From an optimization exercise on the open Yosys and OpenROAD flow, aimed at small area; shortcuts taken in it are not production practice.
The RTL was checked by simulation tests, not by an equivalence proof against the original design.

==> inputs of sierra <==
// mips_multicycle_core
module mips_multicycle_core #(
  parameter int                    ADDR_WIDTH = 32,
  parameter logic [ADDR_WIDTH-1:0] RESET_PC   = '0,
  parameter int                    NUM_REGS   = 32
) (
  input  logic                  clk,
  input  logic                  rst,
  output logic                  mem_req,
  output logic                  mem_we,
  output logic [ADDR_WIDTH-1:0] mem_addr,
  output logic [31:0]           mem_wdata,
  input  logic [31:0]           mem_rdata,
  input  logic                  mem_ready,
  output logic                  halted
);
  localparam int NR = 31;    
  typedef enum logic [2:0] {
    S_CLR,
    S_FETCH,
    S_READ,
    S_WRITE,
    S_ADDR,
    S_MEM,
    S_BEQ1,
    S_HALT
  } state_t;
  state_t           r_state;
  logic [29:0]      r_pc;        
  logic [4:0]       r_p;         
  logic [31:0]      r_x;
  logic [31:0]      r_y;
  logic [28:0]      r_ir;        
  logic             r_gs;        
  logic             r_gt;        
  logic [NR*32-1:0] r_ring;
  logic        w_op5, w_op3, w_op2;
  logic        w_lw, w_sw, w_addi, w_beq, w_r, w_need_t;
  logic [4:0]  w_rs, w_rt, w_rd;
  logic [5:0]  w_fn;
  logic [31:0] w_sext;
  assign w_op5    = r_ir[28];
  assign w_op3    = r_ir[27];
  assign w_op2    = r_ir[26];
  assign w_lw     = w_op5 & ~w_op3;
  assign w_sw     = w_op5 &  w_op3;
  assign w_addi   = ~w_op5 & w_op3;
  assign w_beq    = w_op2;
  assign w_r      = ~w_op5 & ~w_op3 & ~w_op2;
  assign w_need_t = ~(w_op5 ^ w_op3);         
  assign w_rs     = r_ir[25:21];
  assign w_rt     = r_ir[20:16];
  assign w_rd     = w_r ? r_ir[15:11] : r_ir[20:16];
  assign w_fn     = r_ir[5:0];
  assign w_sext   = {{16{r_ir[15]}}, r_ir[15:0]};
  ...
==> flow/config.mk <==
export PLATFORM = sky130hd
export DESIGN_NAME = mips_multicycle_core
export DESIGN_NICKNAME = mips_multicycle_core
export VERILOG_FILES = /design/flow/design.v
export SDC_FILE = /design/flow/constraint.sdc
export NUM_CORES = 4
export LEC_CHECK = 0
export CAP_MARGIN = 20
export CORE_MARGIN = 2
export CORE_UTILIZATION = 65
export SLEW_MARGIN = 20
==> flow/constraint.sdc <==
create_clock -name core_clock -period 10.0 [get_ports {clk}]
set_input_delay 2.0000 -clock core_clock [delete_from_list [all_inputs] [get_ports {clk}]]
set_output_delay 2.0000 -clock core_clock [all_outputs]
set_load 0.01 [all_outputs]
standard.sh (not shown) runs the stock make flow with config.mk's settings and CLKGATE_MAP_FILE= SYNTH_SCRIPT=/design/flow/synth_recipe.tcl, a recipe that flattens the netlist after the stock synthesis.
==> flow/flow/run.sh <==
#!/bin/bash
# Own flow: the standard layout (standard.sh: ORFS synthesis to final
# layout) with two changes, both in how the layout is built:
#  - ports are buffered with sky130_fd_sc_hd__buf_1 instead of the default
#    buffer cell (every input and output still gets its own buffer);
#  - clock tree synthesis uses clkbuf_8 with sink clusters of up to 20
#    flip-flops within 60 um, and no dummy loads.
# The tools' full output goes to standard.log in this folder.
set -e
export BUFFER_PORTS_ARGS="-buffer_cell sky130_fd_sc_hd__buf_1"
export CTS_ARGS="-sink_clustering_enable -repair_clock_nets -dont_use_dummy_load -buf_list sky130_fd_sc_hd__clkbuf_8 -sink_clustering_size 20 -sink_clustering_max_diameter 60"
bash standard.sh > standard.log 2>&1
==> inputs of lagoon, as changes to sierra <==
--- a/flow/design.v
+++ b/flow/design.v
@@ -25,42 +25,44 @@
     S_HALT
   } state_t;
   state_t           r_state;
   logic [29:0]      r_pc;        
   logic [4:0]       r_p;         
   logic [31:0]      r_x;
   logic [31:0]      r_y;
-  logic [28:0]      r_ir;        
+  logic [29:0]      r_ir;        
+  logic             r_first;     
   logic             r_gs;        
   logic             r_gt;        
   logic [NR*32-1:0] r_ring;
   logic        w_op5, w_op3, w_op2;
-  logic        w_lw, w_sw, w_addi, w_beq, w_r, w_need_t;
+  logic        w_op1, w_lw, w_sw, w_addi, w_beq, w_r, w_j, w_need_t;
   logic [4:0]  w_rs, w_rt, w_rd;
   logic [5:0]  w_fn;
   logic [31:0] w_sext;
-  assign w_op5    = r_ir[28];
-  assign w_op3    = r_ir[27];
-  assign w_op2    = r_ir[26];
+  assign w_op5    = r_ir[29];
+  assign w_op3    = r_ir[28];
+  assign w_op2    = r_ir[27];
+  assign w_op1    = r_ir[26];
   assign w_lw     = w_op5 & ~w_op3;
   assign w_sw     = w_op5 &  w_op3;
   assign w_addi   = ~w_op5 & w_op3;
   assign w_beq    = w_op2;
-  assign w_r      = ~w_op5 & ~w_op3 & ~w_op2;
+  assign w_r      = ~w_op5 & ~w_op3 & ~w_op2 & ~w_op1;
+  assign w_j      = ~w_op5 & ~w_op3 & ~w_op2 &  w_op1;
   assign w_need_t = ~(w_op5 ^ w_op3);         
   assign w_rs     = r_ir[25:21];
   assign w_rt     = r_ir[20:16];
   assign w_rd     = w_r ? r_ir[15:11] : r_ir[20:16];
   assign w_fn     = r_ir[5:0];
   assign w_sext   = {{16{r_ir[15]}}, r_ir[15:0]};
   logic [5:0] f_op, f_fn;
-  logic       f_legal, f_j;
+  logic       f_legal;
   assign f_op = mem_rdata[31:26];
   assign f_fn = mem_rdata[5:0];
-  assign f_j  = (f_op == 6'h02);
   always_comb begin
     case (f_op)
       6'h00:   f_legal = (f_fn == 6'h20) || (f_fn == 6'h22) || (f_fn == 6'h24) ||
                          (f_fn == 6'h25) || (f_fn == 6'h2A);
       6'h02, 6'h04, 6'h08, 6'h23, 6'h2B: f_legal = 1'b1;
       default: f_legal = 1'b0;
     endcase
@@ -71,27 +73,30 @@
   assign w_hz      = w_head;
   assign w_clr     = (r_state == S_CLR);
   assign w_at_rd   = (r_p == w_rd);
   assign w_wr      = ((r_state == S_WRITE) && w_at_rd) || w_clr;
   assign w_wlast   = (r_state == S_WRITE) && (w_at_rd || (w_rd == 5'd0));
   assign w_fetch   = (r_state == S_FETCH) || w_wlast;
   assign w_head_in = w_wr ? w_alu : w_hz;
-  logic        w_use_imm, w_sub, w_lt, w_bzero;
+  logic        w_use_imm, w_sub, w_lt, w_bzero, w_inc;
   logic [31:0] w_b, w_sum;
   logic        f_sub_fn, f_slt_fn, f_and_fn, f_or_fn;
   assign f_slt_fn = w_fn[3];
   assign f_and_fn = ~w_fn[3] & w_fn[2] & ~w_fn[0];
   assign f_or_fn  = ~w_fn[3] & w_fn[2] &  w_fn[0];
   assign f_sub_fn = ~w_fn[2] & w_fn[1];
   assign w_bzero   = (r_state == S_MEM) || w_clr || (w_lw && (r_state == S_WRITE));
+  assign w_inc     = (r_state == S_READ) && r_first;    
   assign w_use_imm = w_addi | w_op5 | (r_state == S_ADDR);
-  assign w_sub     = ~w_use_imm & ~w_bzero & (w_beq | (w_r & (f_sub_fn | f_slt_fn)));
+  assign w_sub     = ~w_use_imm & ~w_bzero & ~w_inc & (w_beq | (w_r & (f_sub_fn | f_slt_fn)));
   always_comb begin
     if (w_bzero)
       w_b = 32'd0;
+    else if (w_inc)
+      w_b = 32'd4;
     else if (!w_use_imm)
       w_b = r_y ^ {32{w_sub}};
     else if (w_beq)
       w_b = {w_sext[29:0], 2'b00};
     else
       w_b = w_sext;
   end
@@ -103,21 +108,14 @@
     else if (w_r && f_and_fn && !w_clr)
       w_alu = r_x & r_y;
     else if (w_r && f_or_fn && !w_clr)
       w_alu = r_x | r_y;
     else
       w_alu = w_sum;
   end
-  logic [29:0] w_pc_inc;
-  logic [30:0] w_ic;
-  assign w_ic[0] = 1'b1;
-  for (genvar i = 0; i < 30; i++) begin : g_inc
-    assign w_pc_inc[i] = r_pc[i] ^ w_ic[i];
-    assign w_ic[i+1]   = r_pc[i] & w_ic[i];
-  end
   logic w_hit_s, w_hit_t, w_done_s, w_done_t;
   assign w_hit_s  = (r_p == w_rs);
   assign w_hit_t  = (r_p == w_rt) && w_need_t;
   assign w_done_s = r_gs || w_hit_s || (w_rs == 5'd0);
   assign w_done_t = r_gt || w_hit_t || (w_rt == 5'd0) || !w_need_t;
   always_ff @(posedge clk) begin
     r_ring <= {w_head_in, r_ring[NR*32-1:32]};
@@ -129,24 +127,24 @@
     end else begin
       r_p <= (r_p == 5'd31) ? 5'd1 : r_p + 5'd1;
       if (w_fetch) begin
         if (!mem_ready) begin
           r_state <= S_FETCH;
         end else if (!f_legal) begin
           r_state <= S_HALT;
-        end else if (f_j) begin
-          r_state <= S_FETCH;
         end else begin
           r_state <= S_READ;
         end
       end else begin
         case (r_state)
           S_CLR: if (r_p == 5'd31) r_state <= S_FETCH;
           S_READ: begin
-            if (w_done_s && w_done_t) begin
+            if (w_j)
+              r_state <= S_FETCH;
+            else if (w_done_s && w_done_t) begin
               if (w_op5 || w_beq)
                 r_state <= w_beq ? S_BEQ1 : S_ADDR;
               else
                 r_state <= S_WRITE;
             end
           end
           S_WRITE: ;
@@ -166,34 +164,36 @@
           end
           default: r_state <= S_HALT;
         endcase
       end
     end
   end
   always_ff @(posedge clk) begin
-    if (w_fetch) begin
-      if (mem_ready && f_legal)
-        r_pc <= f_j ? {w_pc_inc[29:26], mem_rdata[25:0]} : w_pc_inc;
-    end else if (w_clr || (r_state == S_ADDR) || ((r_state == S_MEM) && mem_ready)) begin
-      r_pc <= w_sum[31:2];
+    if (w_clr || w_inc || (r_state == S_ADDR) || ((r_state == S_MEM) && mem_ready)) begin
+      r_pc[29:26] <= w_sum[31:28];
+      r_pc[25:0]  <= (w_inc && w_j) ? r_ir[25:0] : w_sum[27:2];
     end
   end
   always_ff @(posedge clk) begin
     if (w_fetch || w_clr) begin
-      r_x  <= 32'd0;
-      r_y  <= 32'd0;
-      r_gs <= 1'b0;
-      r_gt <= 1'b0;
-      r_ir <= {mem_rdata[31], mem_rdata[29], mem_rdata[28], mem_rdata[25:0]};
+      r_x     <= w_clr ? 32'd0 : {r_pc, 2'b00};
+      r_y     <= 32'd0;
+      r_gs    <= 1'b0;
+      r_gt    <= 1'b0;
+      r_first <= 1'b1;
+      r_ir    <= {mem_rdata[31], mem_rdata[29:27], mem_rdata[25:0]};
     end else begin
       case (r_state)
         S_READ: begin
+          r_first <= 1'b0;
           if (w_hit_s) begin
             r_x  <= w_hz;
             r_gs <= 1'b1;
+          end else if (r_first && (w_rs == 5'd0)) begin
+            r_x  <= 32'd0;
           end
           if (w_hit_t) begin
             r_y  <= w_hz;
             r_gt <= 1'b1;
           end
         end
         S_ADDR, S_BEQ1: r_x <= {r_pc, 2'b00};
==> flow/flow/run.sh (replaced) <==
#!/bin/bash
# Own flow: the standard layout (standard.sh: ORFS synthesis to final
# layout) with two changes, both in how the layout is built:
#  - ports are buffered with sky130_fd_sc_hd__buf_1 instead of the default
#    buffer cell (every input and output still gets its own buffer);
#  - clock tree synthesis uses clkbuf_8 with sink clusters of up to 16
#    flip-flops within 60 um, and no dummy loads.
# The tools' full output goes to standard.log in this folder.
set -e
export BUFFER_PORTS_ARGS="-buffer_cell sky130_fd_sc_hd__buf_1"
export CTS_ARGS="-sink_clustering_enable -repair_clock_nets -dont_use_dummy_load -buf_list sky130_fd_sc_hd__clkbuf_8 -sink_clustering_size 16 -sink_clustering_max_diameter 60"
bash standard.sh > standard.log 2>&1
- CORE_UTILIZATION: 65 -> 60
==> impl_metrics.toml <==
[run_status]
status = "no timing/DRC/antenna violations"

[layout]
nNonClkBuffers = 120
clkCellAreaFrac_pct = 3.61
drive_above_1_share_pct = 6.72

[worst_hold_path]
worstHoldStart = "r_ring[964]$_DFF_P_"

[clock_network]
cts_buffers = 84

[global_routing]
track_usage_pct = 22.9

[logic_synthesis]
yosys.area_share.simple_pct = 5.85
yosysSeqAreaShare_pct = 79.0

[timing]
fin_crit_sh_pct = 69.4

[route]
met3WireLength_mm = 3.03

[setup_path]
required_ps = 10570
the above is filed under lagoon

==> impl_metrics.toml <==
[setup_path]
required_ps = 10330

[layout]
finish.utilization_pct = 70.2
clkCellAreaFrac_pct = 3.11
fillers = 2962
nNonClkBuffers = 116
layout_commonest_cell = "dfxtp_1"

[clock_network]
cts_buffers = 72
clk_pin_slew_ps = 120

[pwr]
p_clk_share_pct = 21.6

[worst_hold_path]
worstHoldStart = "r_ring[162]$_DFF_P_"

[timing]
setup_tns_ps = 0
fin_crit_sh_pct = 62.1

[global_routing]
track_usage_pct = 26.6

[logic_synthesis]
yosys.area.top_type_share_pct = 70.6
yosysMostFrequentCell = "dfxtp_1"
ys.flop_type = "dfxtp_1"

[run_status]
status = "no timing/DRC/antenna violations"

[route]
met3WireLength_mm = 4.48
the above is filed under sierra

[separate check: timing with driven ports]
No port has a modelled driver above. Below, the same layouts with a new extraction and two added sets of constraints. Step 1 sets driving cells, clkbuf_16 on the clock port and buf_2 on the other inputs (assumed; they add their load-dependent delay and slew). Step 2 adds t to the input delays and takes it off the output delays; t is the mean of the earliest and latest rising clock arrival at the registers after step 1. Input paths then give back, and output paths get back, about the clock's delay inside the block. a / b / c = ideal / step 1 / step 2; a / b = the first two.
run	t, ns	setup slack, ns	clock arrival spread, ns	slew at the worst register clock pin (ns)	worst slew at a driven data input, ns
sierra	0.702	3.791 / 3.791 / 3.791	0.086 / 0.086	0.12 / 0.12	0.07
lagoon	0.714	3.055 / 3.055 / 3.055	0.082 / 0.081	0.10 / 0.10	0.08
After both steps every run listed still meets setup and hold.
